Background: an optimization exercise with open tools, aiming at small area, a short achievable clock period and few clock cycles. Do not read the settings as production practice. Function was not checked in any run shown here: the RTL went through the layout flow alone.

[design/flow/design.v]
`default_nettype none
package monexp_pkg;
	typedef logic [16-1:0] word_t;  
	typedef logic [(16 * 4)-1:0] oper_t;  
	typedef struct packed {
		word_t m;  
		word_t e;  
		word_t n;  
		word_t t;  
		word_t r;  
	} load_word_t;
	typedef struct packed {
		oper_t m;
		oper_t e;
		oper_t n;
		oper_t t;
		oper_t r;
		word_t n0prime;  
	} operand_set_t;
	typedef struct packed {
		oper_t a;
		oper_t b;
	} mont_req_t;
endpackage
`default_nettype wire
`timescale 1ns/1ps
`default_nettype none
module monexp_top (
	input  logic clk,
	input  logic reset,
	input  logic start,
	input  logic [79:0] in_word,  
	input  logic [15:0] n0prime,
	output logic busy,
	output logic [15:0] res_word,
	output logic res_valid
);
	localparam logic [2:0] S_IDLE = 3'd0, S_LOAD = 3'd1, S_RUN = 3'd2, S_WAIT = 3'd3, S_UNLD = 3'd4;
	localparam logic [1:0] P_MBAR = 2'd0, P_SQR = 2'd1, P_MUL = 2'd2, P_FIN = 2'd3;
	logic [2:0] state;
	logic [1:0] wcnt;  
	logic [1:0] ptype;  
	logic [3:0] it;  
	logic conv;  
	logic asel;  
	logic [5:0] bcnt;  
	logic [61:0] n_q;  
	logic [63:0] e_q;  
	logic [62:0] mb_q;  
	logic [63:0] c_q;  
	logic [3:0] np_q;  
	logic [31:0] qt_q;  
	logic [63:0] ss_q, sc_q;  
	logic gam_q;  
	logic [3:0] a_q;  
	logic [3:0] a1_q;  
	logic [3:0] p_q;  
	wire [15:0] w_m = in_word[79:64];
	wire [15:0] w_e = in_word[63:48];
	wire [15:0] w_n = in_word[47:32];
	wire [15:0] w_t = in_word[31:16];
	wire accept = start & ~busy & (state == S_IDLE);
	wire iter = (state == S_RUN) & ~conv;
	wire last_it = (it == 4'd15);
	wire [62:0] b_op = c_q[62:0];
	wire [3:0] u = ss_q[3:0] + sc_q[3:0] + {3'b0, gam_q} + p_q;
	wire [3:0] q = {qt_q[2*u +: 2], u[1] ^ (u[0] & np_q[1]), u[0]};  
	wire [67:0] r0 = {4'b0, ss_q};
	wire [67:0] r1 = {4'b0, sc_q};
	wire [67:0] r2 = {5'b0, b_op & {63{a_q[0]}}};
	wire [67:0] r3 = {4'b0, b_op & {63{a_q[1]}}, gam_q};
	wire [67:0] r4 = {3'b0, b_op & {63{a_q[2]}}, 2'b0};
	wire [67:0] r5 = {2'b0, b_op & {63{a_q[3]}}, 3'b0};
	wire [67:0] r6 = {6'b0, n_q & {62{q[0]}}};
	wire [67:0] r7 = {5'b0, n_q & {62{q[1]}}, 1'b0};
	wire [67:0] r8 = {4'b0, n_q & {62{q[2]}}, 2'b0};
	wire [67:0] r9 = {3'b0, n_q & {62{q[3]}}, 3'b0};
	function automatic [67:0] fa_s(input [67:0] a, input [67:0] b, input [67:0] c);
		fa_s = a ^ b ^ c;
	endfunction
	function automatic [67:0] fa_c(input [67:0] a, input [67:0] b, input [67:0] c);
		fa_c = {(a[66:0] & b[66:0]) | (a[66:0] & c[66:0]) | (b[66:0] & c[66:0]), 1'b0};
	endfunction
	wire [67:0] t1_s = fa_s(r0, r1, r2), t1_c = fa_c(r0, r1, r2);  
	wire [67:0] t2_s = fa_s(r3, r4, r5), t2_c = fa_c(r3, r4, r5);  
	wire [67:0] t3_s = fa_s(r6, t1_s, t1_c), t3_c = fa_c(r6, t1_s, t1_c);  
	wire [67:0] t4_s = fa_s(t2_s, t2_c, r7), t4_c = fa_c(t2_s, t2_c, r7);  
	wire [67:0] t5_s = fa_s(t3_s, t3_c, t4_s), t5_c = fa_c(t3_s, t3_c, t4_s);  
	wire [67:0] t6_s = fa_s(t4_c, r8, r9), t6_c = fa_c(t4_c, r8, r9);  
	wire [67:0] t7_s = fa_s(t5_s, t5_c, t6_s), t7_c = fa_c(t5_s, t5_c, t6_s);  
	wire [67:0] s6 = fa_s(t6_c, t7_s, t7_c), c6 = fa_c(t6_c, t7_s, t7_c);  
	wire gam_n = |s6[3:0];  
	wire [63:0] bk_p = ss_q ^ sc_q;
	wire [63:0] bk_g = ss_q & sc_q;
	wire bk_g0c = bk_g[0] | (bk_p[0] & gam_q);
	wire bk_gg1 = bk_g[1] | (bk_p[1] & bk_g0c);
	wire bk_pp1 = bk_p[1] & bk_p[0];
	wire bk_gg2 = bk_g[3] | (bk_p[3] & bk_g[2]);
	wire bk_pp2 = bk_p[3] & bk_p[2];
	wire bk_gg3 = bk_g[5] | (bk_p[5] & bk_g[4]);
	wire bk_pp3 = bk_p[5] & bk_p[4];
	wire bk_gg4 = bk_g[7] | (bk_p[7] & bk_g[6]);
	wire bk_pp4 = bk_p[7] & bk_p[6];
	wire bk_gg5 = bk_g[9] | (bk_p[9] & bk_g[8]);
	wire bk_pp5 = bk_p[9] & bk_p[8];
	wire bk_gg6 = bk_g[11] | (bk_p[11] & bk_g[10]);
	wire bk_pp6 = bk_p[11] & bk_p[10];
	wire bk_gg7 = bk_g[13] | (bk_p[13] & bk_g[12]);
	wire bk_pp7 = bk_p[13] & bk_p[12];
	wire bk_gg8 = bk_g[15] | (bk_p[15] & bk_g[14]);
	wire bk_pp8 = bk_p[15] & bk_p[14];
	wire bk_gg9 = bk_g[17] | (bk_p[17] & bk_g[16]);
	wire bk_pp9 = bk_p[17] & bk_p[16];
	wire bk_gg10 = bk_g[19] | (bk_p[19] & bk_g[18]);
	wire bk_pp10 = bk_p[19] & bk_p[18];
	wire bk_gg11 = bk_g[21] | (bk_p[21] & bk_g[20]);
	wire bk_pp11 = bk_p[21] & bk_p[20];
	wire bk_gg12 = bk_g[23] | (bk_p[23] & bk_g[22]);
	wire bk_pp12 = bk_p[23] & bk_p[22];
	wire bk_gg13 = bk_g[25] | (bk_p[25] & bk_g[24]);
	wire bk_pp13 = bk_p[25] & bk_p[24];
	wire bk_gg14 = bk_g[27] | (bk_p[27] & bk_g[26]);
	wire bk_pp14 = bk_p[27] & bk_p[26];
	wire bk_gg15 = bk_g[29] | (bk_p[29] & bk_g[28]);
	wire bk_pp15 = bk_p[29] & bk_p[28];
	wire bk_gg16 = bk_g[31] | (bk_p[31] & bk_g[30]);
	wire bk_pp16 = bk_p[31] & bk_p[30];
	wire bk_gg17 = bk_g[33] | (bk_p[33] & bk_g[32]);
	wire bk_pp17 = bk_p[33] & bk_p[32];
	wire bk_gg18 = bk_g[35] | (bk_p[35] & bk_g[34]);
	wire bk_pp18 = bk_p[35] & bk_p[34];
	wire bk_gg19 = bk_g[37] | (bk_p[37] & bk_g[36]);
	wire bk_pp19 = bk_p[37] & bk_p[36];
	wire bk_gg20 = bk_g[39] | (bk_p[39] & bk_g[38]);
	wire bk_pp20 = bk_p[39] & bk_p[38];
	wire bk_gg21 = bk_g[41] | (bk_p[41] & bk_g[40]);
	wire bk_pp21 = bk_p[41] & bk_p[40];
	wire bk_gg22 = bk_g[43] | (bk_p[43] & bk_g[42]);
	wire bk_pp22 = bk_p[43] & bk_p[42];
	wire bk_gg23 = bk_g[45] | (bk_p[45] & bk_g[44]);
	wire bk_pp23 = bk_p[45] & bk_p[44];
	wire bk_gg24 = bk_g[47] | (bk_p[47] & bk_g[46]);
	wire bk_pp24 = bk_p[47] & bk_p[46];
	wire bk_gg25 = bk_g[49] | (bk_p[49] & bk_g[48]);
	wire bk_pp25 = bk_p[49] & bk_p[48];
	wire bk_gg26 = bk_g[51] | (bk_p[51] & bk_g[50]);
	wire bk_pp26 = bk_p[51] & bk_p[50];
	wire bk_gg27 = bk_g[53] | (bk_p[53] & bk_g[52]);
	wire bk_pp27 = bk_p[53] & bk_p[52];
	wire bk_gg28 = bk_g[55] | (bk_p[55] & bk_g[54]);
	wire bk_pp28 = bk_p[55] & bk_p[54];
	wire bk_gg29 = bk_g[57] | (bk_p[57] & bk_g[56]);
	wire bk_pp29 = bk_p[57] & bk_p[56];
	wire bk_gg30 = bk_g[59] | (bk_p[59] & bk_g[58]);
	wire bk_pp30 = bk_p[59] & bk_p[58];
	wire bk_gg31 = bk_g[61] | (bk_p[61] & bk_g[60]);
	wire bk_pp31 = bk_p[61] & bk_p[60];
	wire bk_gg32 = bk_g[63] | (bk_p[63] & bk_g[62]);
	wire bk_pp32 = bk_p[63] & bk_p[62];
	wire bk_gg33 = bk_gg2 | (bk_pp2 & bk_gg1);
	wire bk_pp33 = bk_pp2 & bk_pp1;
	wire bk_gg34 = bk_gg4 | (bk_pp4 & bk_gg3);
	wire bk_pp34 = bk_pp4 & bk_pp3;
	wire bk_gg35 = bk_gg6 | (bk_pp6 & bk_gg5);
	wire bk_pp35 = bk_pp6 & bk_pp5;
	wire bk_gg36 = bk_gg8 | (bk_pp8 & bk_gg7);
	wire bk_pp36 = bk_pp8 & bk_pp7;
	wire bk_gg37 = bk_gg10 | (bk_pp10 & bk_gg9);
	wire bk_pp37 = bk_pp10 & bk_pp9;
	wire bk_gg38 = bk_gg12 | (bk_pp12 & bk_gg11);
	wire bk_pp38 = bk_pp12 & bk_pp11;
	wire bk_gg39 = bk_gg14 | (bk_pp14 & bk_gg13);
	wire bk_pp39 = bk_pp14 & bk_pp13;
	wire bk_gg40 = bk_gg16 | (bk_pp16 & bk_gg15);
	wire bk_pp40 = bk_pp16 & bk_pp15;
	wire bk_gg41 = bk_gg18 | (bk_pp18 & bk_gg17);
	wire bk_pp41 = bk_pp18 & bk_pp17;
	wire bk_gg42 = bk_gg20 | (bk_pp20 & bk_gg19);
	wire bk_pp42 = bk_pp20 & bk_pp19;
	wire bk_gg43 = bk_gg22 | (bk_pp22 & bk_gg21);
	wire bk_pp43 = bk_pp22 & bk_pp21;
	wire bk_gg44 = bk_gg24 | (bk_pp24 & bk_gg23);
	wire bk_pp44 = bk_pp24 & bk_pp23;
	wire bk_gg45 = bk_gg26 | (bk_pp26 & bk_gg25);
	wire bk_pp45 = bk_pp26 & bk_pp25;
	wire bk_gg46 = bk_gg28 | (bk_pp28 & bk_gg27);
	wire bk_pp46 = bk_pp28 & bk_pp27;
	wire bk_gg47 = bk_gg30 | (bk_pp30 & bk_gg29);
	wire bk_pp47 = bk_pp30 & bk_pp29;
	wire bk_gg48 = bk_gg32 | (bk_pp32 & bk_gg31);
	wire bk_pp48 = bk_pp32 & bk_pp31;
	wire bk_gg49 = bk_gg34 | (bk_pp34 & bk_gg33);
	wire bk_pp49 = bk_pp34 & bk_pp33;
	wire bk_gg50 = bk_gg36 | (bk_pp36 & bk_gg35);
	wire bk_pp50 = bk_pp36 & bk_pp35;
	wire bk_gg51 = bk_gg38 | (bk_pp38 & bk_gg37);
	wire bk_pp51 = bk_pp38 & bk_pp37;
	wire bk_gg52 = bk_gg40 | (bk_pp40 & bk_gg39);
	wire bk_pp52 = bk_pp40 & bk_pp39;
	wire bk_gg53 = bk_gg42 | (bk_pp42 & bk_gg41);
	wire bk_pp53 = bk_pp42 & bk_pp41;
	wire bk_gg54 = bk_gg44 | (bk_pp44 & bk_gg43);
	wire bk_pp54 = bk_pp44 & bk_pp43;
	wire bk_gg55 = bk_gg46 | (bk_pp46 & bk_gg45);
	wire bk_pp55 = bk_pp46 & bk_pp45;
	wire bk_gg56 = bk_gg48 | (bk_pp48 & bk_gg47);
	wire bk_pp56 = bk_pp48 & bk_pp47;
	wire bk_gg57 = bk_gg50 | (bk_pp50 & bk_gg49);
	wire bk_pp57 = bk_pp50 & bk_pp49;
	wire bk_gg58 = bk_gg52 | (bk_pp52 & bk_gg51);
	wire bk_pp58 = bk_pp52 & bk_pp51;
	wire bk_gg59 = bk_gg54 | (bk_pp54 & bk_gg53);
	wire bk_pp59 = bk_pp54 & bk_pp53;
	wire bk_gg60 = bk_gg56 | (bk_pp56 & bk_gg55);
	wire bk_pp60 = bk_pp56 & bk_pp55;
	wire bk_gg61 = bk_gg58 | (bk_pp58 & bk_gg57);
	wire bk_pp61 = bk_pp58 & bk_pp57;
	wire bk_gg62 = bk_gg60 | (bk_pp60 & bk_gg59);
	wire bk_pp62 = bk_pp60 & bk_pp59;
	wire bk_gg63 = bk_gg62 | (bk_pp62 & bk_gg61);
	wire bk_pp63 = bk_pp62 & bk_pp61;
	wire bk_gg64 = bk_gg59 | (bk_pp59 & bk_gg61);
	wire bk_pp64 = bk_pp59 & bk_pp61;
	wire bk_gg65 = bk_gg51 | (bk_pp51 & bk_gg57);
	wire bk_pp65 = bk_pp51 & bk_pp57;
	wire bk_gg66 = bk_gg53 | (bk_pp53 & bk_gg61);
	wire bk_pp66 = bk_pp53 & bk_pp61;
	wire bk_gg67 = bk_gg55 | (bk_pp55 & bk_gg64);
	wire bk_pp67 = bk_pp55 & bk_pp64;
	wire bk_gg68 = bk_gg35 | (bk_pp35 & bk_gg49);
	wire bk_pp68 = bk_pp35 & bk_pp49;
	wire bk_gg69 = bk_gg37 | (bk_pp37 & bk_gg57);
	wire bk_pp69 = bk_pp37 & bk_pp57;
	wire bk_gg70 = bk_gg39 | (bk_pp39 & bk_gg65);
	wire bk_pp70 = bk_pp39 & bk_pp65;
	wire bk_gg71 = bk_gg41 | (bk_pp41 & bk_gg61);
	wire bk_pp71 = bk_pp41 & bk_pp61;
	wire bk_gg72 = bk_gg43 | (bk_pp43 & bk_gg66);
	wire bk_pp72 = bk_pp43 & bk_pp66;
	wire bk_gg73 = bk_gg45 | (bk_pp45 & bk_gg64);
	wire bk_pp73 = bk_pp45 & bk_pp64;
	wire bk_gg74 = bk_gg47 | (bk_pp47 & bk_gg67);
	wire bk_pp74 = bk_pp47 & bk_pp67;
	wire bk_gg75 = bk_gg3 | (bk_pp3 & bk_gg33);
	wire bk_pp75 = bk_pp3 & bk_pp33;
	wire bk_gg76 = bk_gg5 | (bk_pp5 & bk_gg49);
	wire bk_pp76 = bk_pp5 & bk_pp49;
	wire bk_gg77 = bk_gg7 | (bk_pp7 & bk_gg68);
	wire bk_pp77 = bk_pp7 & bk_pp68;
	wire bk_gg78 = bk_gg9 | (bk_pp9 & bk_gg57);
	wire bk_pp78 = bk_pp9 & bk_pp57;
	wire bk_gg79 = bk_gg11 | (bk_pp11 & bk_gg69);
	wire bk_pp79 = bk_pp11 & bk_pp69;
	wire bk_gg80 = bk_gg13 | (bk_pp13 & bk_gg65);
	wire bk_pp80 = bk_pp13 & bk_pp65;
	wire bk_gg81 = bk_gg15 | (bk_pp15 & bk_gg70);
	wire bk_pp81 = bk_pp15 & bk_pp70;
	wire bk_gg82 = bk_gg17 | (bk_pp17 & bk_gg61);
	wire bk_pp82 = bk_pp17 & bk_pp61;
	wire bk_gg83 = bk_gg19 | (bk_pp19 & bk_gg71);
	wire bk_pp83 = bk_pp19 & bk_pp71;
	wire bk_gg84 = bk_gg21 | (bk_pp21 & bk_gg66);
	wire bk_pp84 = bk_pp21 & bk_pp66;
	wire bk_gg85 = bk_gg23 | (bk_pp23 & bk_gg72);
	wire bk_pp85 = bk_pp23 & bk_pp72;
	wire bk_gg86 = bk_gg25 | (bk_pp25 & bk_gg64);
	wire bk_pp86 = bk_pp25 & bk_pp64;
	wire bk_gg87 = bk_gg27 | (bk_pp27 & bk_gg73);
	wire bk_pp87 = bk_pp27 & bk_pp73;
	wire bk_gg88 = bk_gg29 | (bk_pp29 & bk_gg67);
	wire bk_pp88 = bk_pp29 & bk_pp67;
	wire bk_gg89 = bk_gg31 | (bk_pp31 & bk_gg74);
	wire bk_pp89 = bk_pp31 & bk_pp74;
	wire bk_gg90 = bk_g[2] | (bk_p[2] & bk_gg1);
	wire bk_pp90 = bk_p[2] & bk_pp1;
	wire bk_gg91 = bk_g[4] | (bk_p[4] & bk_gg33);
	wire bk_pp91 = bk_p[4] & bk_pp33;
	wire bk_gg92 = bk_g[6] | (bk_p[6] & bk_gg75);
	wire bk_pp92 = bk_p[6] & bk_pp75;
	wire bk_gg93 = bk_g[8] | (bk_p[8] & bk_gg49);
	wire bk_pp93 = bk_p[8] & bk_pp49;
	wire bk_gg94 = bk_g[10] | (bk_p[10] & bk_gg76);
	wire bk_pp94 = bk_p[10] & bk_pp76;
	wire bk_gg95 = bk_g[12] | (bk_p[12] & bk_gg68);
	wire bk_pp95 = bk_p[12] & bk_pp68;
	wire bk_gg96 = bk_g[14] | (bk_p[14] & bk_gg77);
	wire bk_pp96 = bk_p[14] & bk_pp77;
	wire bk_gg97 = bk_g[16] | (bk_p[16] & bk_gg57);
	wire bk_pp97 = bk_p[16] & bk_pp57;
	wire bk_gg98 = bk_g[18] | (bk_p[18] & bk_gg78);
	wire bk_pp98 = bk_p[18] & bk_pp78;
	wire bk_gg99 = bk_g[20] | (bk_p[20] & bk_gg69);
	wire bk_pp99 = bk_p[20] & bk_pp69;
	wire bk_gg100 = bk_g[22] | (bk_p[22] & bk_gg79);
	wire bk_pp100 = bk_p[22] & bk_pp79;
	wire bk_gg101 = bk_g[24] | (bk_p[24] & bk_gg65);
	wire bk_pp101 = bk_p[24] & bk_pp65;
	wire bk_gg102 = bk_g[26] | (bk_p[26] & bk_gg80);
	wire bk_pp102 = bk_p[26] & bk_pp80;
	wire bk_gg103 = bk_g[28] | (bk_p[28] & bk_gg70);
	wire bk_pp103 = bk_p[28] & bk_pp70;
	wire bk_gg104 = bk_g[30] | (bk_p[30] & bk_gg81);
	wire bk_pp104 = bk_p[30] & bk_pp81;
	wire bk_gg105 = bk_g[32] | (bk_p[32] & bk_gg61);
	wire bk_pp105 = bk_p[32] & bk_pp61;
	wire bk_gg106 = bk_g[34] | (bk_p[34] & bk_gg82);
	wire bk_pp106 = bk_p[34] & bk_pp82;
	wire bk_gg107 = bk_g[36] | (bk_p[36] & bk_gg71);
	wire bk_pp107 = bk_p[36] & bk_pp71;
	wire bk_gg108 = bk_g[38] | (bk_p[38] & bk_gg83);
	wire bk_pp108 = bk_p[38] & bk_pp83;
	wire bk_gg109 = bk_g[40] | (bk_p[40] & bk_gg66);
	wire bk_pp109 = bk_p[40] & bk_pp66;
	wire bk_gg110 = bk_g[42] | (bk_p[42] & bk_gg84);
	wire bk_pp110 = bk_p[42] & bk_pp84;
	wire bk_gg111 = bk_g[44] | (bk_p[44] & bk_gg72);
	wire bk_pp111 = bk_p[44] & bk_pp72;
	wire bk_gg112 = bk_g[46] | (bk_p[46] & bk_gg85);
	wire bk_pp112 = bk_p[46] & bk_pp85;
	wire bk_gg113 = bk_g[48] | (bk_p[48] & bk_gg64);
	wire bk_pp113 = bk_p[48] & bk_pp64;
	wire bk_gg114 = bk_g[50] | (bk_p[50] & bk_gg86);
	wire bk_pp114 = bk_p[50] & bk_pp86;
	wire bk_gg115 = bk_g[52] | (bk_p[52] & bk_gg73);
	wire bk_pp115 = bk_p[52] & bk_pp73;
	wire bk_gg116 = bk_g[54] | (bk_p[54] & bk_gg87);
	wire bk_pp116 = bk_p[54] & bk_pp87;
	wire bk_gg117 = bk_g[56] | (bk_p[56] & bk_gg67);
	wire bk_pp117 = bk_p[56] & bk_pp67;
	wire bk_gg118 = bk_g[58] | (bk_p[58] & bk_gg88);
	wire bk_pp118 = bk_p[58] & bk_pp88;
	wire bk_gg119 = bk_g[60] | (bk_p[60] & bk_gg74);
	wire bk_pp119 = bk_p[60] & bk_pp74;
	wire bk_gg120 = bk_g[62] | (bk_p[62] & bk_gg89);
	wire bk_pp120 = bk_p[62] & bk_pp89;
	wire [63:0] sum = bk_p ^ {bk_gg120, bk_gg89, bk_gg119, bk_gg74, bk_gg118, bk_gg88, bk_gg117, bk_gg67, bk_gg116, bk_gg87, bk_gg115, bk_gg73, bk_gg114, bk_gg86, bk_gg113, bk_gg64, bk_gg112, bk_gg85, bk_gg111, bk_gg72, bk_gg110, bk_gg84, bk_gg109, bk_gg66, bk_gg108, bk_gg83, bk_gg107, bk_gg71, bk_gg106, bk_gg82, bk_gg105, bk_gg61, bk_gg104, bk_gg81, bk_gg103, bk_gg70, bk_gg102, bk_gg80, bk_gg101, bk_gg65, bk_gg100, bk_gg79, bk_gg99, bk_gg69, bk_gg98, bk_gg78, bk_gg97, bk_gg57, bk_gg96, bk_gg77, bk_gg95, bk_gg68, bk_gg94, bk_gg76, bk_gg93, bk_gg49, bk_gg92, bk_gg75, bk_gg91, bk_gg33, bk_gg90, bk_gg1, bk_g0c, gam_q};
	wire bit_one = e_q[63];
	wire bits_done = (bcnt == 6'd0);
	wire scan_more = (ptype == P_MBAR) & ~bit_one & ~bits_done;
	wire nx_mul = (ptype == P_SQR) & bit_one;
	wire nx_fin = ~nx_mul & bits_done;
	wire [3:0] c_lo = conv ? sum[3:0] : c_q[3:0];  
	wire [3:0] nx_a = nx_fin ? 4'd1 : (nx_mul ? mb_q[3:0] : c_lo);
	wire [3:0] nx_b = c_lo;
	wire [3:0] c_lo1 = conv ? sum[7:4] : c_q[7:4];
	wire [3:0] nx_a1 = nx_fin ? 4'd0 : (nx_mul ? mb_q[7:4] : c_lo1);
	logic [3:0] a_dig_c, a_dig_m;
	always_comb begin
		a_dig_c = 4'd0;
		a_dig_m = 4'd0;
		for (int k = 2; k < 16; k++)
			if (it == 4'(k - 2)) begin
				a_dig_c = c_q[4*k +: 4];
				a_dig_m = (k < 15) ? mb_q[4*k +: 4] : {1'b0, mb_q[62:60]};
			end
	end
	wire [3:0] a_dig = (ptype == P_FIN) ? 4'd0 : (asel ? a_dig_m : a_dig_c);
	logic [3:0] a_n, a1_n, b_n;  
	always_comb begin
		a_n = a1_q;
		a1_n = a_dig;
		b_n = b_op[3:0];
		if (state == S_LOAD) begin
			a_n = mb_q[3:0];  
			a1_n = mb_q[7:4];
			b_n = c_q[19:16];
		end else if (state != S_RUN || conv) begin
			a_n = nx_a;
			a1_n = nx_a1;
			b_n = nx_b;
		end
	end
	wire [3:0] p_n = a_n * b_n;
	always_ff @(posedge clk) begin
		a_q <= a_n;
		a1_q <= a1_n;
		p_q <= p_n;
		if (iter) begin
			ss_q <= s6[67:4];
			sc_q <= c6[67:4];
			gam_q <= gam_n;
		end else begin
			ss_q <= '0;
			sc_q <= '0;
			gam_q <= 1'b0;
		end
		if (accept)
			np_q <= n0prime[3:0];
		if (state == S_LOAD)
			for (int k = 0; k < 16; k++)
				qt_q[2*k +: 2] <= 2'((4'(k) * np_q) >> 2);
		if (state == S_LOAD) begin
			case (wcnt)
				2'd0: begin n_q[15:0] <= w_n; mb_q[15:0] <= w_m; end
				2'd1: begin n_q[31:16] <= w_n; mb_q[31:16] <= w_m; end
				2'd2: begin n_q[47:32] <= w_n; mb_q[47:32] <= w_m; end
				default: begin n_q[61:48] <= w_n[13:0]; mb_q[62:48] <= w_m[14:0]; end
			endcase
		end else if (conv && ptype == P_MBAR)
			mb_q <= sum[62:0];
		if (state == S_LOAD || state == S_UNLD)
			c_q <= {w_t, c_q[63:16]};
		else if (conv)
			c_q <= {1'b0, sum[62:0]};
	end
	wire e_shift = ((state == S_RUN) & (ptype == P_MBAR) & ~bit_one & ~bits_done)  
		| (((state == S_RUN) & conv) | ((state == S_WAIT) & ~scan_more)) & (ptype != P_FIN) & ~nx_mul & ~nx_fin & ~scan_more  
		| ((state == S_WAIT) & scan_more);
	always_ff @(posedge clk) begin
		if (state == S_LOAD) begin
			case (wcnt)
				2'd0: e_q[15:0] <= w_e;
				2'd1: e_q[31:16] <= w_e;
				2'd2: e_q[47:32] <= w_e;
				default: e_q[63:48] <= w_e;
			endcase
		end else if (e_shift)
			e_q <= {e_q[62:0], 1'b0};
	end
	always_ff @(posedge clk or posedge reset) begin
		if (reset) begin
			state <= S_IDLE;
			wcnt <= '0;
			ptype <= P_MBAR;
			it <= '0;
			conv <= 1'b0;
			asel <= 1'b0;
			bcnt <= '0;
			busy <= 1'b0;
			res_valid <= 1'b0;
		end else begin
			if (e_shift)
				bcnt <= bcnt - 1'b1;
			case (state)
				S_IDLE: if (accept) begin
					state <= S_LOAD;
					wcnt <= '0;
					busy <= 1'b1;
				end
				S_LOAD: begin
					wcnt <= wcnt + 1'b1;
					if (wcnt == 2'd3) begin
						state <= S_RUN;
						ptype <= P_MBAR;
						asel <= 1'b1;  
						it <= '0;
						conv <= 1'b0;
						bcnt <= 6'd63;
					end
				end
				S_RUN: begin
					if (!conv) begin
						it <= it + 1'b1;
						if (last_it)
							conv <= 1'b1;
					end else begin
						conv <= 1'b0;
						if (ptype == P_FIN) begin
							state <= S_UNLD;
							wcnt <= '0;
							res_valid <= 1'b1;
						end else if (scan_more) begin
							state <= S_WAIT;
						end else begin
							ptype <= nx_mul ? P_MUL : (nx_fin ? P_FIN : P_SQR);
							asel <= nx_mul;
						end
					end
				end
				S_WAIT: if (!scan_more) begin
					state <= S_RUN;
					ptype <= nx_fin ? P_FIN : P_SQR;
					asel <= 1'b0;
				end
				S_UNLD: begin
					wcnt <= wcnt + 1'b1;
					if (wcnt == 2'd3) begin
						state <= S_IDLE;
						busy <= 1'b0;
						res_valid <= 1'b0;
					end
				end
				default: state <= S_IDLE;
			endcase
		end
	end
	assign res_word = c_q[15:0];
endmodule
`default_nettype wire
[design/flow/run.sh]
#!/bin/bash
# synth_recipe.tcl (not shown) runs the flow's synth.tcl, then flattens the netlist and writes it again
# the make line also repeats each setting of config.mk as NAME=value (left out here)
make -C /OpenROAD-flow-scripts/flow DESIGN_CONFIG=/design/flow/config.mk WORK_HOME=/design/flow/orfs CLKGATE_MAP_FILE= SYNTH_SCRIPT=/design/flow/synth_recipe.tcl finish
[design/flow/config.mk]
export PLATFORM = sky130hd
export DESIGN_NAME = monexp_top
export DESIGN_NICKNAME = monexp_top
export VERILOG_FILES = /design/flow/design.v
export SDC_FILE = /design/flow/constraint.sdc
export NUM_CORES = 4
export LEC_CHECK = 0
export ABC_CLOCK_PERIOD_IN_PS = 3000
export CAP_MARGIN = 20
export CORE_MARGIN = 2
export CORE_UTILIZATION = 40
export SETUP_SLACK_MARGIN = 5
export SLEW_MARGIN = 20
[design/flow/constraint.sdc]
create_clock -name core_clock -period 10.0 [get_ports {clk}]
set_input_delay 2.0000 -clock core_clock [delete_from_list [all_inputs] [get_ports {clk}]]
set_output_delay 2.0000 -clock core_clock [all_outputs]
set_load 0.01 [all_outputs]
==> results of run 1 <==
-- kinds of logic after synthesis --
group / Yosys count / synth area share, %
adder cells (fa/ha/maj): 634 / 33.2
flip-flops: 434 / 32.1
AO/OA/AOI/OAI: 306 / 5.39
AND/OR/NAND/NOR: 1190 / 16.7
multiplexers: 14 / 0.574
XOR/XNOR: 61 / 1.49
buffers and inverters: 1001 / 10.6
-- area by class of cell --
class | instances | share of cell area, %
antenna | 4 | 0.0244
clock buffer | 64 | 3.38
clock inverter | 32 | 1.01
inverter | 862 | 7.89
multi-input combinational | 2208 | 51.8
sequential | 434 | 28.1
tap | 1165 | 3.55
timing repair buffer | 141 | 4.20
-- cells in the mapped netlist, types with 8 or more instances --
master | count | area (um2)
nor2_1 | 101 | 379
clkbuf_1 | 116 | 435
nand2_1 | 482 | 1810
nor2b_1 | 11 | 68.8
inv_1 | 862 | 3240
and2_1 | 511 | 3200
xnor2_1 | 43 | 377
dfrtp_1 | 21 | 526
nand3_1 | 19 | 95.1
edfxtp_1 | 273 | 8200
a221oi_1 | 18 | 158
buf_4 | 16 | 120
nand4_1 | 13 | 81.3
xor2_1 | 18 | 158
fa_1 | 534 | 10700
a21oi_1 | 107 | 536
nand2b_1 | 9 | 56.3
a31oi_1 | 12 | 75.1
a21o_1 | 22 | 165
a22oi_1 | 13 | 97.6
nor3_1 | 14 | 70.1
ha_1 | 100 | 1250
o22ai_1 | 9 | 56.3
o21ai_0 | 63 | 315
and3_1 | 8 | 50.1
dfxtp_1 | 140 | 2800
-- path summary, 6_finish.rpt --
check	from	end	depth (start not counted)
max reg2reg	ss_q[0]	ss_q[48]	17
min in group asynchronous	reset	state[1]	2
max in group asynchronous	reset	res_valid	2
min reg2reg	mb_q[3]	a_q[3]	1
max	ss_q[0]	ss_q[48]	17
min	mb_q[3]	a_q[3]	1
-- metrics by stage --
stage | setup slack (ns) | hold slack, ns
floorplan | 5.04 | 0.424
global placement | 3.99 | 0.466
detailed placement | 3.97 | 0.473
CTS | 4.61 | 0.487
global route | 4.46 | 0.502
finish | 4.57 | 0.492
-- what timing repair did --
item                                    in CTS  in global routing
resized for setup                          202                 91
buffers inserted                            32                  4
cloned                                       9                  1
pin swaps                                  147                 51
endpoints found under the setup margin     126                125
-- sequential cells by signal (all words and copies together) (netlist names), 2 cells and up --
register / flops
wcnt: 2
p_q: 4
ptype: 2
mb_q: 63
it: 4
np_q: 4
e_q: 64
c_q: 64
state: 3
sc_q: 64
qt_q: 16
ss_q: 63
n_q: 62
a1_q: 4
a_q: 4
bcnt: 6
-- critical path, cell delays in order, from the launching register on --
cell	delay (ns)
dfxtp_4	0.35
fa_1	0.58
ha_4	0.15
inv_2	0.04
fa_2	0.56
buf_12	0.12
mux4_2	0.52
mux4_4	0.67
buf_12	0.18
buf_16	0.16
buf_12	0.14
and2_4	0.13
fa_1	0.48
inv_1	0.05
fa_2	0.53
inv_2	0.04
fa_2	0.54
and2_1	0.11
-- routing by layer --
| metal | vias to the layer above | share of wire [%] |
|---|---|---|
| met2 | 850 | 45 |
| met3 | 185 | 8.1 |
| li1 | 11100 | - |
| met1 | 12900 | 43 |
| met4 | 2 | 3.5 |
| met5 | - | 0.0094 |
-- cell usage in the layout, fill, tap and decap left out, drive strengths merged, types with 7 or more instances in the layout --
master	count
clkbuf	65
a21oi	110
fa	534
clkinv	16
nand2	482
a21o	22
bufinv	8
dfxtp	140
xnor2	43
nand3	19
xor2	18
ha	100
clkdlybuf4s50	88
nor3	15
a22oi	13
clkinvlp	7
and3	8
edfxtp	273
o22ai	9
nor2b	11
mux4	8
a31oi	12
buf	50
nand4	13
o21ai	63
a221oi	18
inv	863
nor2	101
and2	512
dfrtp	21
nand2b	9
==> metrics.md, run 1 <==
| Metric | Value |
|---|---|
| Port Buffer Count | `88` |
| Htree depth | `2` |
| Worst hold path class | `register to register` |
| Period utilization | `54.3%` |
| Met1 Track Usage GR | `33.5%` |
| Post-Syn Instances | `around 3.6k` |
| CP startpoint kind | `register` |
| Syn. warnings | `1` |
| First-pass GRT wire length | `163000 um` |
| CTS tree | `yes` |
| Remaining Overflow, GRT | `0` |
| Boundary Pins | `117` |
| Final antenna-violating net count | `0` |
| Die Span X | `304 um` |
| Cell area after synthesis | `36000 um2` |
| Via count | `about 25k` |
| Post-DP Area | `37900 um2` |
| Fin Setup TNS | `0 ns` |
| Max-slew violations | `0` |
| Die Ht | `304 um` |
| Largest net degree at the start of global routing | `89` |
| Clock buffer depth | `3` |
| Multi-input logic area | `21300 um2` |
| Nets | `4431` |
| Req. time, crit path | `10.57 ns` |
| Slew margin rel. | `28.3%` |
| Area Growth Syn to Fin | `14.1%` |
| Post-Syn Area per Cell | `9.88 um2` |
| Post-route design area | `41000 um2` |
| EDFF count, synth | `273` |
| Die ar. | `92300 um2` |
| Worst slew pin tran | `1.07 ns` |
| Worst EP arrival | `approximately 6.0 ns` |
| CTS clk-pin slew, worst paths | `0.06 ns` |
| Sequential cell area | `11500 um2` |
| DRT iter0 DRCs | `2033` |
| Vias in the first global route | `~26k` |
| Setup violations, final | `0` |
| DRC Markers | `0` |
| Fillers | `roughly 8.4k` |
| Row count | `109` |
| CP max FO | `7` |
| Worst-skew pair later-pin latency | `approximately 0.63 ns` |
| Cell variety after synth | `73` |
| RSZ-0062 raised after global routing | `true` |
| GRT met2 Usage | `36.8%` |
| Total CTS buffers | `51` |
| WL per Instance | `21.7 um` |
| GRT Max-Usage Layer | `met2` |
| Core Util, Final | `46.2%` |
| # placed instances | `4764` |
| Layout cell share with drive strength beyond 1 | `11.3%` |
| Post-DP HPWL | `71600 um` |
| R2r setup slk | `4.57 ns` |
| Initial Util | `40.5%` |
| Routability congestion estimate | `0.920` |
| Post-synth ARST share | `4.84%` |
| Tot GR Track Use | `a little under a quarter` |
| Crit path time final | `roughly 5.4 ns` |
| Final hold viol count | `0` |
| Setup crit end kind | `register` |
| Core ar. | `88800 um2` |
| Post-Route WL | `107000 um` |
| Grt met3 use | `3.92%` |
| Clock Skew | `0.0224 ns` |
| Flops & latches, synth | `434` |
| Root Buffer | `clkbuf_16` |
| Status | `no timing/DRC/antenna violations` |
| 1st-pass router iterations | `6` |
| Sequential share of the synthesized area | `32.1%` |
| WS Path Type | `register to register` |
| Clock sink total | `434` |
| Final Non-Filler Cells | `slightly below 5k` |
| Post-synth top flop | `edfxtp_1` |
| Vias per inst | `5.09` |
| Initial antenna violation count | `13` |
| Post-CTS Hold Fix Bufs | `0` |
| Max Clock Freq | `184 MHz` |
| Post-synthesis net count | `~4.4k` |
| Max_cap viols | `0` |
==> run 2: changes to the inputs <==
--- a/design/flow/design.v
+++ b/design/flow/design.v
@@ -55,5 +55,6 @@
 	logic [3:0] a_q;  
 	logic [3:0] a1_q;  
-	logic [3:0] p_q;  
+	logic [7:0] prod_n;  
+	logic [3:0] kap_q;  
 	wire [15:0] w_m = in_word[79:64];
 	wire [15:0] w_e = in_word[63:48];
@@ -64,12 +65,15 @@
 	wire last_it = (it == 4'd15);
 	wire [62:0] b_op = c_q[62:0];
-	wire [3:0] u = ss_q[3:0] + sc_q[3:0] + {3'b0, gam_q} + p_q;
+	wire [3:0] u = ss_q[3:0] + sc_q[3:0] + {3'b0, gam_q};
 	wire [3:0] q = {qt_q[2*u +: 2], u[1] ^ (u[0] & np_q[1]), u[0]};  
 	wire [67:0] r0 = {4'b0, ss_q};
 	wire [67:0] r1 = {4'b0, sc_q};
-	wire [67:0] r2 = {5'b0, b_op & {63{a_q[0]}}};
-	wire [67:0] r3 = {4'b0, b_op & {63{a_q[1]}}, gam_q};
-	wire [67:0] r4 = {3'b0, b_op & {63{a_q[2]}}, 2'b0};
-	wire [67:0] r5 = {2'b0, b_op & {63{a_q[3]}}, 3'b0};
+	wire [62:0] b_hi = {b_op[62:4], 4'b0};
+	wire [67:0] r2 = {5'b0, b_hi[62:1] & {62{a_q[0]}}, gam_q};
+	wire [67:0] r3 = {4'b0, b_hi & {63{a_q[1]}}, 1'b0};
+	wire [67:0] r4 = {3'b0, b_hi & {63{a_q[2]}}, 2'b0};
+	wire [67:0] r5 = {2'b0, b_hi & {63{a_q[3]}}, 3'b0};
+	wire [67:0] rk = {60'b0, kap_q, 4'b0};
+	wire [67:0] rp = {60'b0, prod_n[3:0], 4'b0};  
 	wire [67:0] r6 = {6'b0, n_q & {62{q[0]}}};
 	wire [67:0] r7 = {5'b0, n_q & {62{q[1]}}, 1'b0};
@@ -82,12 +86,14 @@
 		fa_c = {(a[66:0] & b[66:0]) | (a[66:0] & c[66:0]) | (b[66:0] & c[66:0]), 1'b0};
 	endfunction
-	wire [67:0] t1_s = fa_s(r0, r1, r2), t1_c = fa_c(r0, r1, r2);  
-	wire [67:0] t2_s = fa_s(r3, r4, r5), t2_c = fa_c(r3, r4, r5);  
-	wire [67:0] t3_s = fa_s(r6, t1_s, t1_c), t3_c = fa_c(r6, t1_s, t1_c);  
-	wire [67:0] t4_s = fa_s(t2_s, t2_c, r7), t4_c = fa_c(t2_s, t2_c, r7);  
-	wire [67:0] t5_s = fa_s(t3_s, t3_c, t4_s), t5_c = fa_c(t3_s, t3_c, t4_s);  
-	wire [67:0] t6_s = fa_s(t4_c, r8, r9), t6_c = fa_c(t4_c, r8, r9);  
+	wire [67:0] t1_s = fa_s(r0, r1, rk), t1_c = fa_c(r0, r1, rk);  
+	wire [67:0] t2_s = fa_s(r2, r3, r4), t2_c = fa_c(r2, r3, r4);  
+	wire [67:0] t3_s = fa_s(r5, t1_s, t1_c), t3_c = fa_c(r5, t1_s, t1_c);  
+	wire [67:0] t4_s = fa_s(r6, t2_s, t2_c), t4_c = fa_c(r6, t2_s, t2_c);  
+	wire [67:0] t5_s = fa_s(t3_s, t3_c, rp), t5_c = fa_c(t3_s, t3_c, rp);  
+	wire [67:0] t6_s = fa_s(r7, t4_s, t4_c), t6_c = fa_c(r7, t4_s, t4_c);  
 	wire [67:0] t7_s = fa_s(t5_s, t5_c, t6_s), t7_c = fa_c(t5_s, t5_c, t6_s);  
-	wire [67:0] s6 = fa_s(t6_c, t7_s, t7_c), c6 = fa_c(t6_c, t7_s, t7_c);  
+	wire [67:0] t8_s = fa_s(t6_c, r8, r9), t8_c = fa_c(t6_c, r8, r9);  
+	wire [67:0] t9_s = fa_s(t7_s, t7_c, t8_s), t9_c = fa_c(t7_s, t7_c, t8_s);  
+	wire [67:0] s6 = fa_s(t8_c, t9_s, t9_c), c6 = fa_c(t8_c, t9_s, t9_c);  
 	wire gam_n = |s6[3:0];  
 	wire [63:0] bk_p = ss_q ^ sc_q;
@@ -371,9 +377,9 @@
 		end
 	end
-	wire [3:0] p_n = a_n * b_n;
+	assign prod_n = a_n * b_n;
 	always_ff @(posedge clk) begin
 		a_q <= a_n;
 		a1_q <= a1_n;
-		p_q <= p_n;
+		kap_q <= prod_n[7:4];
 		if (iter) begin
 			ss_q <= s6[67:4];
@@ -381,5 +387,5 @@
 			gam_q <= gam_n;
 		end else begin
-			ss_q <= '0;
+			ss_q <= {60'b0, prod_n[3:0]};  
 			sc_q <= '0;
 			gam_q <= 1'b0;
==> metrics.md, run 2 <==
| Metric | Value |
|---|---|
| Status | `no timing/DRC/antenna violations` |
| Port Buffer Count | `88 (unchanged)` |
| Final antenna-violating net count | `0 (unchanged)` |
| Initial antenna violation count | `11 (-2)` |
| Cell variety after synth | `61 (-16%)` |
| Syn. warnings | `1 (unchanged)` |
| Worst EP arrival | `6.65 ns (+0.65 ns)` |
| Max-slew violations | `0 (unchanged)` |
| Max_cap viols | `0 (unchanged)` |
| Slew margin rel. | `30.5% (+2.2 points)` |
| Flops & latches, synth | `435 (+0.23%)` |
| Htree depth | `2 (unchanged)` |
| Boundary Pins | `117 (unchanged)` |
| DRT iter0 DRCs | `2004 (-1.4%)` |
| Clock buffer depth | `3 (unchanged)` |
| Setup violations, final | `0 (unchanged)` |
| Area Growth Syn to Fin | `15.1%` |
| WS Path Type | `register to register` |
| Post-DP HPWL | `73500 um (+2.6%)` |
| Top post-synthesis cells by area | `fa_1 (29%), edfxtp_1 (22%), inv_1 (8.5%)` |
| WL per Instance | `21.7 um (-0.30%)` |
| Total CTS buffers | `54 (+5.9%)` |
| Routability congestion estimate | `0.914 (-0.73%)` |
| Worst slew pin tran | `1.04 ns (-0.0336 ns)` |
| Post-Syn Area per Cell | `9.90 um2 (+0.20%)` |
| CP max FO | `2 (-5)` |
| Vias in the first global route | `26.8k (+2.6%)` |
| Via count | `25.8k (+3.2%)` |
| Synth top area share | `28.8% (-0.92 points)` |
| Post-route design area | `42300 um2 (+3.0%)` |
| Most frequent cells in the layout | `inv_1 (756), nand2_1 (495), fa_1 (471)` |
| Die Span X | `307 um (+1.0%)` |
| Period utilization | `61.4% (+7.1 points)` |
| Sequential share of the synthesized area | `31.5% (-0.59 points)` |
| Post-Syn Instances | `3707 (+1.8%)` |
| Worst hold path class | `register to register` |
| Most frequent cell after synthesis | `inv_1` |
| Most common cell after layout, fill and taps aside | `inv_1` |
| Max Clock Freq | `163 MHz (-12%)` |
| EDFF count, synth | `273 (unchanged)` |
| Worst path buffer plus inverter count | `2 (-5)` |
| Remaining Overflow, GRT | `0 (unchanged)` |
| Cell mode on critical path | `fa_1` |
| CP startpoint kind | `register` |
| Final hold viol count | `0 (unchanged)` |
| Post-synth ARST share | `4.83% (-0.011 points)` |
| Post-DP Area | `38700 um2 (+2.0%)` |
| 1st-pass router iterations | `5 (-1)` |
| Synth top cells by count | `inv_1 (827), fa_1 (528), nand2_1 (505)` |
| Crit path time final | `6.14 ns (+0.709 ns)` |
| Die ar. | `94200 um2 (+2.0%)` |
| Layout cell share with drive strength beyond 1 | `11.1% (-0.19 points)` |
| Clock Skew | `0.0205 ns (-0.00198 ns)` |
| Setup crit end kind | `register` |
| Root Buffer | `clkbuf_16` |
| CTS clk-pin slew, worst paths | `0.06 ns (about the same)` |
| Post-Route WL | `109000 um (+2.0%)` |
| Largest net degree at the start of global routing | `79 (-11%)` |
| Fin Setup TNS | `0 ns (unchanged)` |
| RSZ-0062 raised after global routing | `true` |
| DRC Markers | `0 (unchanged)` |
| Tot GR Track Use | `23.5% (-0.074 points)` |
| Worst-path cell chain | `inv_2, fa_4, fa_2, fa_2, xor2_4, o21ai_2, mux2i_2, or2_4, fa_1, fa_1, fa_1, fa_1, inv_2, fa_1, fa_1, fa_2, nor2_1, a21oi_1` |
| Cell accounting for the most synthesized area | `fa_1` |
| Cell area after synthesis | `36700 um2 (+2.0%)` |
| Core ar. | `91200 um2 (+2.8%)` |
| Nets | `4595 (+3.7%)` |
| Post-CTS Hold Fix Bufs | `0 (unchanged)` |
| Die Ht | `307 um (+1.0%)` |
| First-pass GRT wire length | `165000 um (+0.89%)` |
| # placed instances | `4842 (+1.6%)` |
| Crit path max-delay family | `adder cells` |
| Req. time, crit path | `10.51 ns (-0.06 ns)` |
| Post-synthesis net count | `4514 (+3.2%)` |
| Row count | `111 (+1.8%)` |
| CTS tree | `yes` |
| Initial Util | `40.2% (-0.29 points)` |
| CP max-delay cell | `fa_1` |
| Final Non-Filler Cells | `5023 (+2.3%)` |
| CP peak stage delay | `0.55 ns (-0.12 ns)` |
| Post-synth top flop | `edfxtp_1` |
| Clock sink total | `435 (+0.23%)` |
| Worst-skew pair later-pin latency | `0.63 ns (about the same)` |
| Vias per inst | `5.13 (+0.86%)` |
-- run 2: cell families after synthesis --
family          share of synthesized area (%)
flops                                    31.5
buf+inv                                  10.3
fa+ha+maj                                34.9
simple gates                             16.0
compound gates                           5.32
mux                                     0.648
xor+xnor                                 1.38
-- run 2: area by class of cell --
type,instances,area (um2)
Antenna cell,4,10.0
Clock buffer,67,1440
Clock inverter,34,469
Fill cell,8578,49000
Inverter,830,3120
Multi-Input combinational cell,2284,21900
Sequential cell,435,11600
Tap cell,1186,1480
Timing Repair Buffer,183,2290
-- run 2: final timing paths --
check / cells past startpoint / end / slack [ns] / start
max reg2reg: 18 / ss_q[3] / 3.86 / ss_q[0]
min reg2reg: 2 / e_q[5] / 0.51 / e_q[4]
min in group asynchronous: 2 / bcnt[2] / 1.87 / reset
min: 2 / e_q[5] / 0.51 / e_q[4]
max: 18 / ss_q[3] / 3.86 / ss_q[0]
max in group asynchronous: 2 / conv / 7.54 / reset
-- run 2: timing repair --
| item | 4_1_cts | 5_1_grt |
|---|---|---|
| pin swaps | 190 | 5 |
| gates cloned | 11 | 6 |
| resized for setup | 224 | 58 |
| setup endpoints to repair | 127 | 121 |
| setup buffers | 41 | 18 |
-- run 2: layer usage --
| metal | up-vias | GRT usage, % | wire length (um) |
|---|---|---|---|
| met4 | 0 | 7.57 | 4110 |
| met1 | 13100 | 32.0 | 45300 |
| met2 | 926 | 38.0 | 50600 |
| met5 | - | 0 | 0 |
| met3 | 179 | 4.34 | 8830 |
| li1 | 11600 | - | - |
-- run 2: tightest hold or removal path, delay by kind of cell, from the launching register on --
family | cells | cell delay (ns)
simple gates | 2 | 0.09
flops | 1 | 0.32
-- run 2: per-stage QoR --
step	util [%]	hold WS, ns	setup slack, ns
after floorplan	-	0.424	4.16
after global routing	46.3	0.529	3.75
after CTS	45.8	0.509	3.85
after detailed placement	42.4	0.499	3.38
final	46.3	0.507	3.86
after global placement	42.4	0.494	3.42
==> run 3: changes to the inputs <==
--- a/design/flow/design.v
+++ b/design/flow/design.v
@@ -37,24 +37,25 @@
 );
 	localparam logic [2:0] S_IDLE = 3'd0, S_LOAD = 3'd1, S_RUN = 3'd2, S_WAIT = 3'd3, S_UNLD = 3'd4;
-	localparam logic [1:0] P_MBAR = 2'd0, P_SQR = 2'd1, P_MUL = 2'd2, P_FIN = 2'd3;
+	localparam logic [2:0] P_MBAR = 3'd0, P_SQR = 3'd1, P_MUL = 3'd2, P_FIN = 3'd3,
+		P_SQW = 3'd4, P_MUL3 = 3'd5, P_M3 = 3'd6;
 	logic [2:0] state;
 	logic [1:0] wcnt;  
-	logic [1:0] ptype;  
+	logic [2:0] ptype;  
 	logic [3:0] it;  
 	logic conv;  
-	logic asel;  
+	logic [1:0] asel;  
+	logic m3_ok;  
+	logic wr_m3;  
 	logic [5:0] bcnt;  
 	logic [61:0] n_q;  
 	logic [63:0] e_q;  
 	logic [62:0] mb_q;  
+	logic [62:0] m3_q;  
 	logic [63:0] c_q;  
 	logic [3:0] np_q;  
-	logic [31:0] qt_q;  
 	logic [63:0] ss_q, sc_q;  
 	logic gam_q;  
 	logic [3:0] a_q;  
-	logic [3:0] a1_q;  
-	logic [7:0] prod_n;  
-	logic [3:0] kap_q;  
+	logic [3:0] p_q;  
 	wire [15:0] w_m = in_word[79:64];
 	wire [15:0] w_e = in_word[63:48];
@@ -62,22 +63,20 @@
 	wire [15:0] w_t = in_word[31:16];
 	wire accept = start & ~busy & (state == S_IDLE);
-	wire iter = (state == S_RUN) & ~conv;
+	logic iter;  
 	wire last_it = (it == 4'd15);
 	wire [62:0] b_op = c_q[62:0];
-	wire [3:0] u = ss_q[3:0] + sc_q[3:0] + {3'b0, gam_q};
-	wire [3:0] q = {qt_q[2*u +: 2], u[1] ^ (u[0] & np_q[1]), u[0]};  
-	wire [67:0] r0 = {4'b0, ss_q};
-	wire [67:0] r1 = {4'b0, sc_q};
-	wire [62:0] b_hi = {b_op[62:4], 4'b0};
-	wire [67:0] r2 = {5'b0, b_hi[62:1] & {62{a_q[0]}}, gam_q};
-	wire [67:0] r3 = {4'b0, b_hi & {63{a_q[1]}}, 1'b0};
-	wire [67:0] r4 = {3'b0, b_hi & {63{a_q[2]}}, 2'b0};
-	wire [67:0] r5 = {2'b0, b_hi & {63{a_q[3]}}, 3'b0};
-	wire [67:0] rk = {60'b0, kap_q, 4'b0};
-	wire [67:0] rp = {60'b0, prod_n[3:0], 4'b0};  
-	wire [67:0] r6 = {6'b0, n_q & {62{q[0]}}};
-	wire [67:0] r7 = {5'b0, n_q & {62{q[1]}}, 1'b0};
-	wire [67:0] r8 = {4'b0, n_q & {62{q[2]}}, 2'b0};
-	wire [67:0] r9 = {3'b0, n_q & {62{q[3]}}, 3'b0};
+	wire [3:0] u = ss_q[3:0] + sc_q[3:0] + {3'b0, gam_q} + p_q;
+	wire [3:0] q = u * np_q;
+	wire [67:0] r0 = {4'b0, ss_q & {64{iter}}};
+	wire [67:0] r1 = {4'b0, sc_q & {64{iter}}};
+	wire [61:0] n_it = n_q & {62{iter}};
+	wire [67:0] r2 = {5'b0, b_op & {63{a_q[0]}}};
+	wire [67:0] r3 = {4'b0, b_op & {63{a_q[1]}}, gam_q & iter};
+	wire [67:0] r4 = {3'b0, b_op & {63{a_q[2]}}, 2'b0};
+	wire [67:0] r5 = {2'b0, b_op & {63{a_q[3]}}, 3'b0};
+	wire [67:0] r6 = {6'b0, n_it & {62{q[0]}}};
+	wire [67:0] r7 = {5'b0, n_it & {62{q[1]}}, 1'b0};
+	wire [67:0] r8 = {4'b0, n_it & {62{q[2]}}, 2'b0};
+	wire [67:0] r9 = {3'b0, n_it & {62{q[3]}}, 3'b0};
 	function automatic [67:0] fa_s(input [67:0] a, input [67:0] b, input [67:0] c);
 		fa_s = a ^ b ^ c;
@@ -86,14 +85,12 @@
 		fa_c = {(a[66:0] & b[66:0]) | (a[66:0] & c[66:0]) | (b[66:0] & c[66:0]), 1'b0};
 	endfunction
-	wire [67:0] t1_s = fa_s(r0, r1, rk), t1_c = fa_c(r0, r1, rk);  
-	wire [67:0] t2_s = fa_s(r2, r3, r4), t2_c = fa_c(r2, r3, r4);  
-	wire [67:0] t3_s = fa_s(r5, t1_s, t1_c), t3_c = fa_c(r5, t1_s, t1_c);  
-	wire [67:0] t4_s = fa_s(r6, t2_s, t2_c), t4_c = fa_c(r6, t2_s, t2_c);  
-	wire [67:0] t5_s = fa_s(t3_s, t3_c, rp), t5_c = fa_c(t3_s, t3_c, rp);  
-	wire [67:0] t6_s = fa_s(r7, t4_s, t4_c), t6_c = fa_c(r7, t4_s, t4_c);  
-	wire [67:0] t7_s = fa_s(t5_s, t5_c, t6_s), t7_c = fa_c(t5_s, t5_c, t6_s);  
-	wire [67:0] t8_s = fa_s(t6_c, r8, r9), t8_c = fa_c(t6_c, r8, r9);  
-	wire [67:0] t9_s = fa_s(t7_s, t7_c, t8_s), t9_c = fa_c(t7_s, t7_c, t8_s);  
-	wire [67:0] s6 = fa_s(t8_c, t9_s, t9_c), c6 = fa_c(t8_c, t9_s, t9_c);  
+	wire [67:0] l1a_s = fa_s(r0, r1, r2), l1a_c = fa_c(r0, r1, r2);
+	wire [67:0] l1b_s = fa_s(r3, r4, r5), l1b_c = fa_c(r3, r4, r5);
+	wire [67:0] l2_s = fa_s(l1a_s, l1a_c, l1b_s), l2_c = fa_c(l1a_s, l1a_c, l1b_s);
+	wire [67:0] x1 = fa_s(l2_s, l2_c, l1b_c), x2 = fa_c(l2_s, l2_c, l1b_c);
+	wire [67:0] l4_s = fa_s(x1, x2, r6), l4_c = fa_c(x1, x2, r6);
+	wire [67:0] l5_s = fa_s(l4_s, l4_c, r7), l5_c = fa_c(l4_s, l4_c, r7);
+	wire [67:0] l6_s = fa_s(l5_s, l5_c, r8), l6_c = fa_c(l5_s, l5_c, r8);
+	wire [67:0] s6 = fa_s(l6_s, l6_c, r9), c6 = fa_c(l6_s, l6_c, r9);
 	wire gam_n = |s6[3:0];  
 	wire [63:0] bk_p = ss_q ^ sc_q;
@@ -344,56 +341,51 @@
 	wire bits_done = (bcnt == 6'd0);
 	wire scan_more = (ptype == P_MBAR) & ~bit_one & ~bits_done;
-	wire nx_mul = (ptype == P_SQR) & bit_one;
-	wire nx_fin = ~nx_mul & bits_done;
-	wire [3:0] c_lo = conv ? sum[3:0] : c_q[3:0];  
-	wire [3:0] nx_a = nx_fin ? 4'd1 : (nx_mul ? mb_q[3:0] : c_lo);
+	wire sq = (ptype == P_SQR);
+	wire nx_m3 = sq & ~m3_ok & ~bit_one;
+	wire nx_mul = sq & bit_one & (~m3_ok | bits_done | ~e_q[62]);
+	wire nx_sqw = sq & m3_ok & bit_one & ~bits_done & e_q[62];
+	wire nx_mul3 = (ptype == P_SQW);
+	wire bit_fin = ~(nx_m3 | nx_mul | nx_sqw | nx_mul3);  
+	wire nx_fin = bit_fin & bits_done;
+	wire nx_sqr = bit_fin & ~bits_done;
+	wire decide = ((state == S_RUN) & conv & (ptype != P_FIN) & ~scan_more) | ((state == S_WAIT) & ~scan_more);
+	wire c_new = conv & (ptype != P_M3);  
+	wire [3:0] c_lo = c_new ? sum[3:0] : c_q[3:0];  
+	wire [3:0] nx_a = nx_fin ? 4'd1 : (nx_m3 | nx_mul) ? mb_q[3:0] : nx_mul3 ? m3_q[3:0] : c_lo;
 	wire [3:0] nx_b = c_lo;
-	wire [3:0] c_lo1 = conv ? sum[7:4] : c_q[7:4];
-	wire [3:0] nx_a1 = nx_fin ? 4'd0 : (nx_mul ? mb_q[7:4] : c_lo1);
-	logic [3:0] a_dig_c, a_dig_m;
+	logic [3:0] a_dig_c, a_dig_m, a_dig_3;
 	always_comb begin
 		a_dig_c = 4'd0;
 		a_dig_m = 4'd0;
-		for (int k = 2; k < 16; k++)
-			if (it == 4'(k - 2)) begin
+		a_dig_3 = 4'd0;
+		for (int k = 1; k < 16; k++)
+			if (it == 4'(k - 1)) begin
 				a_dig_c = c_q[4*k +: 4];
 				a_dig_m = (k < 15) ? mb_q[4*k +: 4] : {1'b0, mb_q[62:60]};
+				a_dig_3 = (k < 15) ? m3_q[4*k +: 4] : {1'b0, m3_q[62:60]};
 			end
 	end
-	wire [3:0] a_dig = (ptype == P_FIN) ? 4'd0 : (asel ? a_dig_m : a_dig_c);
-	logic [3:0] a_n, a1_n, b_n;  
+	wire [3:0] a_dig = (ptype == P_FIN) ? 4'd0 : (asel == 2'd1) ? a_dig_m : (asel == 2'd2) ? a_dig_3 : a_dig_c;
+	logic [3:0] a_n, b_n;  
 	always_comb begin
-		a_n = a1_q;
-		a1_n = a_dig;
+		a_n = a_dig;
 		b_n = b_op[3:0];
 		if (state == S_LOAD) begin
-			a_n = mb_q[3:0];  
-			a1_n = mb_q[7:4];
+			a_n = (wcnt == 2'd3) ? mb_q[3:0] : 4'd0;  
 			b_n = c_q[19:16];
 		end else if (state != S_RUN || conv) begin
-			a_n = nx_a;
-			a1_n = nx_a1;
+			a_n = scan_more ? 4'd0 : nx_a;  
 			b_n = nx_b;
 		end
 	end
-	assign prod_n = a_n * b_n;
+	wire [3:0] p_n = a_n * b_n;
 	always_ff @(posedge clk) begin
 		a_q <= a_n;
-		a1_q <= a1_n;
-		kap_q <= prod_n[7:4];
-		if (iter) begin
-			ss_q <= s6[67:4];
-			sc_q <= c6[67:4];
-			gam_q <= gam_n;
-		end else begin
-			ss_q <= {60'b0, prod_n[3:0]};  
-			sc_q <= '0;
-			gam_q <= 1'b0;
-		end
+		p_q <= p_n;
+		ss_q <= s6[67:4];
+		sc_q <= c6[67:4];
+		gam_q <= gam_n;
 		if (accept)
 			np_q <= n0prime[3:0];
-		if (state == S_LOAD)
-			for (int k = 0; k < 16; k++)
-				qt_q[2*k +: 2] <= 2'((4'(k) * np_q) >> 2);
 		if (state == S_LOAD) begin
 			case (wcnt)
@@ -405,12 +397,14 @@
 		end else if (conv && ptype == P_MBAR)
 			mb_q <= sum[62:0];
+		if (conv && wr_m3)
+			m3_q <= sum[62:0];
 		if (state == S_LOAD || state == S_UNLD)
 			c_q <= {w_t, c_q[63:16]};
-		else if (conv)
+		else if (c_new)
 			c_q <= {1'b0, sum[62:0]};
 	end
 	wire e_shift = ((state == S_RUN) & (ptype == P_MBAR) & ~bit_one & ~bits_done)  
-		| (((state == S_RUN) & conv) | ((state == S_WAIT) & ~scan_more)) & (ptype != P_FIN) & ~nx_mul & ~nx_fin & ~scan_more  
-		| ((state == S_WAIT) & scan_more);
+		| ((state == S_WAIT) & scan_more)
+		| (decide & (nx_sqr | nx_sqw));  
 	always_ff @(posedge clk) begin
 		if (state == S_LOAD) begin
@@ -431,6 +425,9 @@
 			it <= '0;
 			conv <= 1'b0;
-			asel <= 1'b0;
+			asel <= '0;
+			m3_ok <= 1'b0;
+			wr_m3 <= 1'b0;
 			bcnt <= '0;
+			iter <= 1'b0;
 			busy <= 1'b0;
 			res_valid <= 1'b0;
@@ -449,7 +446,10 @@
 						state <= S_RUN;
 						ptype <= P_MBAR;
-						asel <= 1'b1;  
+						asel <= 2'd1;  
+						m3_ok <= 1'b0;
+						wr_m3 <= 1'b0;
 						it <= '0;
 						conv <= 1'b0;
+						iter <= 1'b1;
 						bcnt <= 6'd63;
 					end
@@ -458,8 +458,12 @@
 					if (!conv) begin
 						it <= it + 1'b1;
-						if (last_it)
+						if (last_it) begin
 							conv <= 1'b1;
+							iter <= 1'b0;
+						end
 					end else begin
 						conv <= 1'b0;
+						if (wr_m3)
+							m3_ok <= 1'b1;
 						if (ptype == P_FIN) begin
 							state <= S_UNLD;
@@ -469,6 +473,8 @@
 							state <= S_WAIT;
 						end else begin
-							ptype <= nx_mul ? P_MUL : (nx_fin ? P_FIN : P_SQR);
-							asel <= nx_mul;
+							iter <= 1'b1;
+							ptype <= nx_m3 ? P_M3 : nx_mul ? P_MUL : nx_sqw ? P_SQW : nx_mul3 ? P_MUL3 : nx_fin ? P_FIN : P_SQR;
+							asel <= (nx_m3 | nx_mul) ? 2'd1 : nx_mul3 ? 2'd2 : 2'd0;
+							wr_m3 <= nx_m3 | (nx_mul & ~m3_ok);
 						end
 					end
@@ -476,6 +482,8 @@
 				S_WAIT: if (!scan_more) begin
 					state <= S_RUN;
+					iter <= 1'b1;
 					ptype <= nx_fin ? P_FIN : P_SQR;
-					asel <= 1'b0;
+					asel <= 2'd0;
+					wr_m3 <= 1'b0;
 				end
 				S_UNLD: begin
==> metrics.md, run 3 <==
| Metric | Value |
|---|---|
| Tot GR Track Use | `23.1% (-0.43 points)` |
| Most frequent cell after synthesis | `fa_1` |
| First-pass GRT wire length | `166000 um (+0.54%)` |
| Die ar. | `96100 um2 (+2.0%)` |
| Synthesized-area fraction occupied by adder cells | `31.9% (-3.0 points)` |
| Sequential cell area | `13000 um2 (+13%)` |
| Post-synthesis net count | `4320 (-4.3%)` |
| Die Ht | `310 um (+0.98%)` |
| Status | `no timing/DRC/antenna violations` |
| Post-Route WL | `109000 um (+0.50%)` |
| Sequential share of the synthesized area | `34.7% (+3.3 points)` |
| Final WS setup | `5.11 ns (+1.25 ns)` |
| WS Path Type | `register to register` |
| Root Buffer | `clkbuf_16` |
| Worst-path cell chain | `buf_16, and2_1, fa_1, inv_1, fa_1, fa_1, fa_1, fa_1, inv_1, fa_1, fa_1` |
| CTS clk-pin slew, worst paths | `0.07 ns (about the same)` |
| DP Worst Slack | `4.36 ns (+0.979 ns)` |
| Top post-synthesis cells by area | `fa_1 (29%), edfxtp_1 (26%), dfxtp_1 (7.3%)` |
| Multi-input logic area | `22100 um2 (+0.89%)` |
| 1st-pass router iterations | `8 (+3)` |
| Post-Syn Area per Cell | `10.4 um2 (+5.4%)` |
| Port Buffer Count | `88 (unchanged)` |
| Post-synth ARST share | `5.38% (+0.56 points)` |
| Area Growth Syn to Fin | `11.1%` |
| Layout cell share with drive strength beyond 1 | `5.31% (-5.8 points)` |
| Row count | `112 (+0.90%)` |
| Routability congestion estimate | `0.944 (+3.4%)` |
| Synth top cells by count | `fa_1 (533), nand2_1 (474), inv_1 (457)` |
| Synth Area in Simple Gates | `18.3% (+2.3 points)` |
| Max Clock Freq | `205 MHz (+26%)` |
| Worst-skew pair later-pin latency | `0.65 ns (+0.02 ns)` |
| WL per Instance | `22.4 um (+3.3%)` |
| Clock Skew | `0.0289 ns (+0.00842 ns)` |
| Syn. warnings | `1 (unchanged)` |
| CP peak stage delay | `0.56 ns (about the same)` |
| Worst path buffer plus inverter count | `3 (+1)` |
| Post-synth top flop | `edfxtp_1` |
| Compound-cell area share of the yosys netlist | `6.82% (+1.5 points)` |
| Initial Util | `40.2% (about the same)` |
| Die Span X | `310 um (+0.98%)` |
| Boundary Pins | `117 (unchanged)` |
| DRC Markers | `0 (unchanged)` |
| Max_cap viols | `0 (unchanged)` |
| Largest family of logic cells by synthesized area | `adder cells` |
| Total CTS buffers | `57 (+5.6%)` |
| Slew margin rel. | `23.0% (-7.5 points)` |
| Fillers | `8918 (+4.0%)` |
| Worst slew pin tran | `1.15 ns (+0.109 ns)` |
| Remaining Overflow, GRT | `0 (unchanged)` |
| CP startpoint kind | `register` |
| Setup crit end kind | `register` |
| Worst hold path class | `register to register` |
| Period utilization | `48.9% (-13 points)` |
| DRT iter0 DRCs | `2380 (+19%)` |
| Mux cell area share after synthesis | `0.140% (-0.51 points)` |
| Req. time, crit path | `10.50 ns (about the same)` |
| Clock buffer depth | `3 (unchanged)` |
| Crit path time final | `4.89 ns (-1.25 ns)` |
| Htree depth | `2 (unchanged)` |
| Post-Syn Instances | `3587 (-3.2%)` |
| Cell mode on critical path | `fa_1` |
| Vias per inst | `5.30 (+3.2%)` |
| Clock sink total | `483 (+11%)` |
| Synth Area in XOR/XNOR | `1.28% (-0.11 points)` |
-- run 3: cell types whose count changed in the layout (fill, tap and decap cells not counted), sizes merged, moves of 29 or more --
cell / previous run / this run
nand3: 14 / 151
nand2: 505 / 476
buf: 89 / 30
and3: 129 / 74
nor2b: 76 / 21
and2: 313 / 386
inv: 833 / 460
nor2: 97 / 158
edfxtp: 273 / 320
ha: 180 / 101
-- run 3: worst paths after layout --
path                             from       end  slack (ns)  depth (start not counted)
worst min register to register  wr_m3     wr_m3        0.50                          2
max in group asynchronous       reset     it[2]        7.93                          3
worst max register to register   iter  ss_q[30]        5.11                         11
min in group asynchronous       reset      busy        1.76                          3
worst max-delay path             iter  ss_q[30]        5.11                         11
worst min-delay path            wr_m3     wr_m3        0.50                          2
-- run 3: kinds of logic (layout without fill, tap and decap cells) --
family | count (synthesis) | after routing
AO/OA/AOI/OAI | 402 | 402
flip-flops | 483 | 483
adder cells (fa/ha/maj) | 635 | 635
XOR/XNOR | 53 | 53
multiplexers | 5 | 5
buffers and inverters | 646 | 690
other | 0 | 3
AND/OR/NAND/NOR | 1363 | 1364
-- run 3: stage by stage --
step | util [%] | instances | hold WS, ns
finish | 44.7 | 4889 | 0.503
global route | 44.7 | 4886 | 0.532
CTS | 44.4 | 4878 | 0.505
detailed placement | 42.2 | 4768 | 0.490
global placement | 42.2 | 4768 | 0.465
floorplan | - | 3587 | 0.442
-- run 3: final cells by class --
class                      count  area share (%)
clock inverter                42           0.935
clock buffer                  65            3.52
timing repair buffer         123            3.25
inverter                     460            4.17
antenna                        3          0.0180
multi-input combinational   2459            53.0
tap                         1254            3.77
sequential                   483            31.3
-- run 3: worst reg2reg max path, stage by stage (launching register included) --
cell and delay [ns]:
dfrtp_4 0.56, buf_16 0.22, and2_1 0.46, fa_1 0.50
inv_1 0.05, fa_1 0.47, fa_1 0.54, fa_1 0.46
fa_1 0.50, inv_1 0.05, fa_1 0.50, fa_1 0.42
-- run 3: repair_timing --
item                                    in CTS  in global routing
gates cloned                                 1                  4
pin swaps                                    0                  3
gates resized for setup                     26                 32
endpoints found under the setup margin     117                 33
setup buffers                                2                  4
hold buffers                                 0                  0
-- run 3: routing by layer --
layer	vias up	global-route usage (%)	wire length, um
met5	-	0	75
li1	11600	-	-
met1	13200	32.6	47400
met2	957	37.0	50900
met3	178	3.35	7950
met4	10	6.71	3120

[re-timing with driven ports]
No port has a modelled driver above. Below, the same layouts with a new extraction and two added sets of constraints.
Step 1, drivers: a clkbuf_16 drives clk and a buf_2 each remaining input, both assumed.
Step 2 moves the port delays by t, midway between the first and last clock arrival at a register: inputs arrive t later, outputs are due t later. That takes back most of the time a late clock gives input paths.
Three values: ideal, step 1, step 2; two values: the first two.
run | t, ns | setup WS [ns] | worst setup path at the end
run 1 | 0.684 | 4.571 / 4.571 / 4.571 | register to register
run 2 | 0.688 | 3.861 / 3.861 / 3.861 | register to register
run 3 | 0.702 | 5.114 / 5.114 / 5.114 | register to register
After both steps setup and hold are still met in every run listed.
